From an optimization exercise on the open Yosys and OpenROAD flow, aimed at small area, a short achievable clock period and few clock cycles per item; shortcuts taken in it are not production practice. At most, simulation tests tie the RTL to the original design; equivalence was not proved.

// broken_down_time_to_epoch
module broken_down_time_to_epoch (
  input  logic               clk_i,
  input  logic               rst_ni,
  input  logic               start,
  output logic               busy,
  input  logic signed [10:0] second_in_i,
  input  logic signed [10:0] minute_in_i,
  input  logic signed [10:0] hour_in_i,
  input  logic signed [10:0] day_in_i,
  input  logic signed [7:0]  month_in_i,
  input  logic        [7:0]  year_in_i,
  output logic               done_o,
  output logic        [5:0]  second_out_o,
  output logic        [5:0]  minute_out_o,
  output logic        [4:0]  hour_out_o,
  output logic        [4:0]  day_out_o,
  output logic        [3:0]  month_out_o,
  output logic signed [9:0]  year_out_o,
  output logic        [8:0]  day_of_year_o,
  output logic signed [33:0] epoch_seconds_o
);
For scale: roughly 2,300 cells after synthesis, roughly 140 I/O pins.
export LEC_CHECK = 0
export ABC_AREA = 1
export CAP_MARGIN = 20
export CORE_MARGIN = 2
export CORE_UTILIZATION = 40
export SLEW_MARGIN = 20
create_clock -name core_clock -period 9.0 [get_ports {clk_i}]
standard.sh (not shown) runs the stock make flow with config.mk's settings and CLKGATE_MAP_FILE= SYNTH_SCRIPT=/design/flow/synth_recipe.tcl, a recipe that flattens the netlist after the stock synthesis.
==> flow/flow/run.sh <==
#!/bin/bash
# The standard layout, with the port buffers made from sky130_fd_sc_hd__buf_2
# cells instead of the default delay buffers. make's output goes to
# flow_make.log in the work folder; each ORFS step keeps its own log under
# orfs/logs.
set -euo pipefail
export BUFFER_PORTS_ARGS="-buffer_cell sky130_fd_sc_hd__buf_2"
bash standard.sh > flow_make.log 2>&1
Then changed:
Settings changed: ABC_AREA 1 to unset.
Outcome: Via count falls by 7.7%; clock-buffer cell count stays the same; non-clock buffer count rises by 18; critical path depth falls by 4; cell count falls by 15%; first-iteration DRC count rises by about 10%.
No run of this note included a check of the RTL's function; only the layout flow was run.

---

run A:
broken_down_time_to_epoch, a different RTL version from the one above (not shown whole).
Size in the first run: roughly 37 flip-flops, about 0.013 mm² of cells after synthesis.
export LEC_CHECK = 0
export CAP_MARGIN = 20
export CORE_MARGIN = 2
export CORE_UTILIZATION = 40
export SETUP_SLACK_MARGIN = 2.5
export SLEW_MARGIN = 20
create_clock -name core_clock -period 9.0 [get_ports {clk_i}]
run.sh (not shown) runs the stock make flow with config.mk's settings and CLKGATE_MAP_FILE= SYNTH_SCRIPT=/design/flow/synth_recipe.tcl, a recipe that flattens the netlist after the stock synthesis.
Stock flow here: none of the scripts above is used.
Run A completed end to end with timing, DRC and antenna clean.
Testbench counts of run A, summed over its fixed seeds: cycles 9,600, items 4,800.
The following lists how run B was set up differently from run A:
# run A
export LEC_CHECK = 0
export CAP_MARGIN = 20
export CORE_MARGIN = 2
export CORE_UTILIZATION = 40
export SETUP_SLACK_MARGIN = 2.5
export SLEW_MARGIN = 20
create_clock -name core_clock -period 9.0 [get_ports {clk_i}]
# run B
export LEC_CHECK = 0
export CAP_MARGIN = 20
export CORE_MARGIN = 2
export CORE_UTILIZATION = 40
export SLEW_MARGIN = 20
create_clock -name core_clock -period 9.0 [get_ports {clk_i}]
==> flow/flow/run.sh (new file) <==
#!/bin/bash
# The standard layout, with the port buffers made from sky130_fd_sc_hd__buf_2
# cells instead of the default delay buffers, and power recovery (cells on
# paths with slack downsized) after global routing. make's output goes to
# flow_make.log in the work folder; each ORFS step keeps its own log under
# orfs/logs.
set -euo pipefail
export BUFFER_PORTS_ARGS="-buffer_cell sky130_fd_sc_hd__buf_2"
export RECOVER_POWER=100
bash standard.sh > flow_make.log 2>&1
==> flow/standard.sh (new file) <==
#!/bin/bash
# synth_recipe.tcl (not shown) runs the flow's synth.tcl, then flattens the netlist and writes it again
# the make line also repeats each setting of config.mk as NAME=value (left out here)
make -C /OpenROAD-flow-scripts/flow DESIGN_CONFIG=/design/flow/config.mk WORK_HOME=/design/flow/orfs CLKGATE_MAP_FILE= SYNTH_SCRIPT=/design/flow/synth_recipe.tcl "${@:-finish}"
removed: flow/run.sh
Findings:
Completing all stages was not enough for run B: its layout failed the final checks because of capacitance limit, slew limit.
Re number of buffers inserted during clock tree synthesis: no difference whatsoever between run A and run B.
Final critical delay including setup and external delays ended up 480 ps higher on run B than on run A.
The synthesized-area fraction occupied by and/or/nand/nor cells on run B is in line with that on run A.
Delta (run B minus run A): final instance count without filler cells shrank by 113.
Comparing placed instance area for run A and run B, the bigger number came from run A.
Comparing run A and run B, the lower normalized max-slew margin was measured on run B.
In the reports for run A and run B, the larger critical path depth belongs to run B.
Relative to run A, run B degrades worst setup margin.
Changes in run C relative to run B:
# run B
export LEC_CHECK = 0
export CAP_MARGIN = 20
export CORE_MARGIN = 2
export CORE_UTILIZATION = 40
export SLEW_MARGIN = 20
create_clock -name core_clock -period 9.0 [get_ports {clk_i}]
# run C
export LEC_CHECK = 0
export CAP_MARGIN = 0
export CORE_MARGIN = 2
export CORE_UTILIZATION = 40
export SLEW_MARGIN = 0
create_clock -name core_clock -period 9.0 [get_ports {clk_i}]
==> flow/flow/run.sh <==
#!/bin/bash
# The standard layout, with the port buffers made from sky130_fd_sc_hd__buf_2
# cells instead of the default delay buffers. make's output goes to
# flow_make.log in the work folder; each ORFS step keeps its own log under
# orfs/logs.
set -euo pipefail
export BUFFER_PORTS_ARGS="-buffer_cell sky130_fd_sc_hd__buf_2"
bash standard.sh > flow_make.log 2>&1
Notes after the runs:
Remaining max-slew budget at the tightest pin for run C is higher than for run B. Taking run B as the reference point, the post-route worst setup slack of run C falls by 7.7 ps. Both conditions hold for run C: the flow ran to the end and the final layout passed the timing, DRC and antenna checks. There was hardly any difference in fraction of the cycle the final worst path needs between run C and run B. [compare] base=run B new=run C: number of inserted filler cells in the final layout now sits lower. Of run C and run B, run C shows the higher final standard cell area without fillers, with run B below it.
diff inputs: run C => run D
# run C
export LEC_CHECK = 0
export CAP_MARGIN = 0
export CORE_MARGIN = 2
export CORE_UTILIZATION = 40
export SLEW_MARGIN = 0
create_clock -name core_clock -period 9.0 [get_ports {clk_i}]
# run D
export LEC_CHECK = 0
export CAP_MARGIN = 20
export CORE_MARGIN = 2
export CORE_UTILIZATION = 40
export SLEW_MARGIN = 20
export SYNTH_HIERARCHICAL = 1
create_clock -name core_clock -period 9.0 [get_ports {clk_i}]
### Flow results
Relative to run C, the post-detailed-routing wire length measured on run D has increased by a few percent.
Run D vs. run C: worst-margin pin slew saw an increase; share of the synthesized area in compound gates (AO/OA/AOI/OAI) went up by 2.7 points.
Summary — non-clock buffering overhead in the final layout, run D relative to run C: lower, by 0.18 points.
Delta (run D minus run C): adder-cell share of the synthesized area lost 2.7 points.

re-timing with driven ports:
The results above use ideal ports. As a check the final layouts listed here were re-extracted and re-timed, cells and wires unchanged.
Step 1: set_driving_cell puts a clkbuf_16 on clk_i and a buf_2 on each other input, an assumption about the parent block.
Step 2 also shifts input and output timing later by t, the mid clock arrival at the registers, as if the neighbouring blocks saw the same clock.
Three values: ideal ports, drivers, drivers and shift; two values: the first two.
| run | t (ns) | slack for setup (ns) | latest minus earliest clock arrival (ns) | worst slew at a driven data input, ns |
|---|---|---|---|---|
| the first run of note 1 | 0.322 | 0.705 / 0.668 / 0.990 | 0.007 / 0.007 | 0.04 |
| the second run of note 1 | 0.321 | 0.645 / 0.608 / 0.486 | 0.004 / 0.005 | 0.04 |
| run A | 0.315 | 1.019 / 0.983 / 1.298 | 0.004 / 0.004 | 0.06 |
| run B | 0.312 | 0.534 / 0.499 / 0.302 | 0.006 / 0.005 | 0.07 |
| run C | 0.312 | 0.527 / 0.491 / 0.804 | 0.006 / 0.007 | 0.07 |
| run D | 0.318 | 0.595 / 0.556 / 0.378 | 0.008 / 0.009 | 0.04 |
The setup slack of run B, which loses most, moves by -0.035 ns with the drivers and by -0.232 ns with both steps.
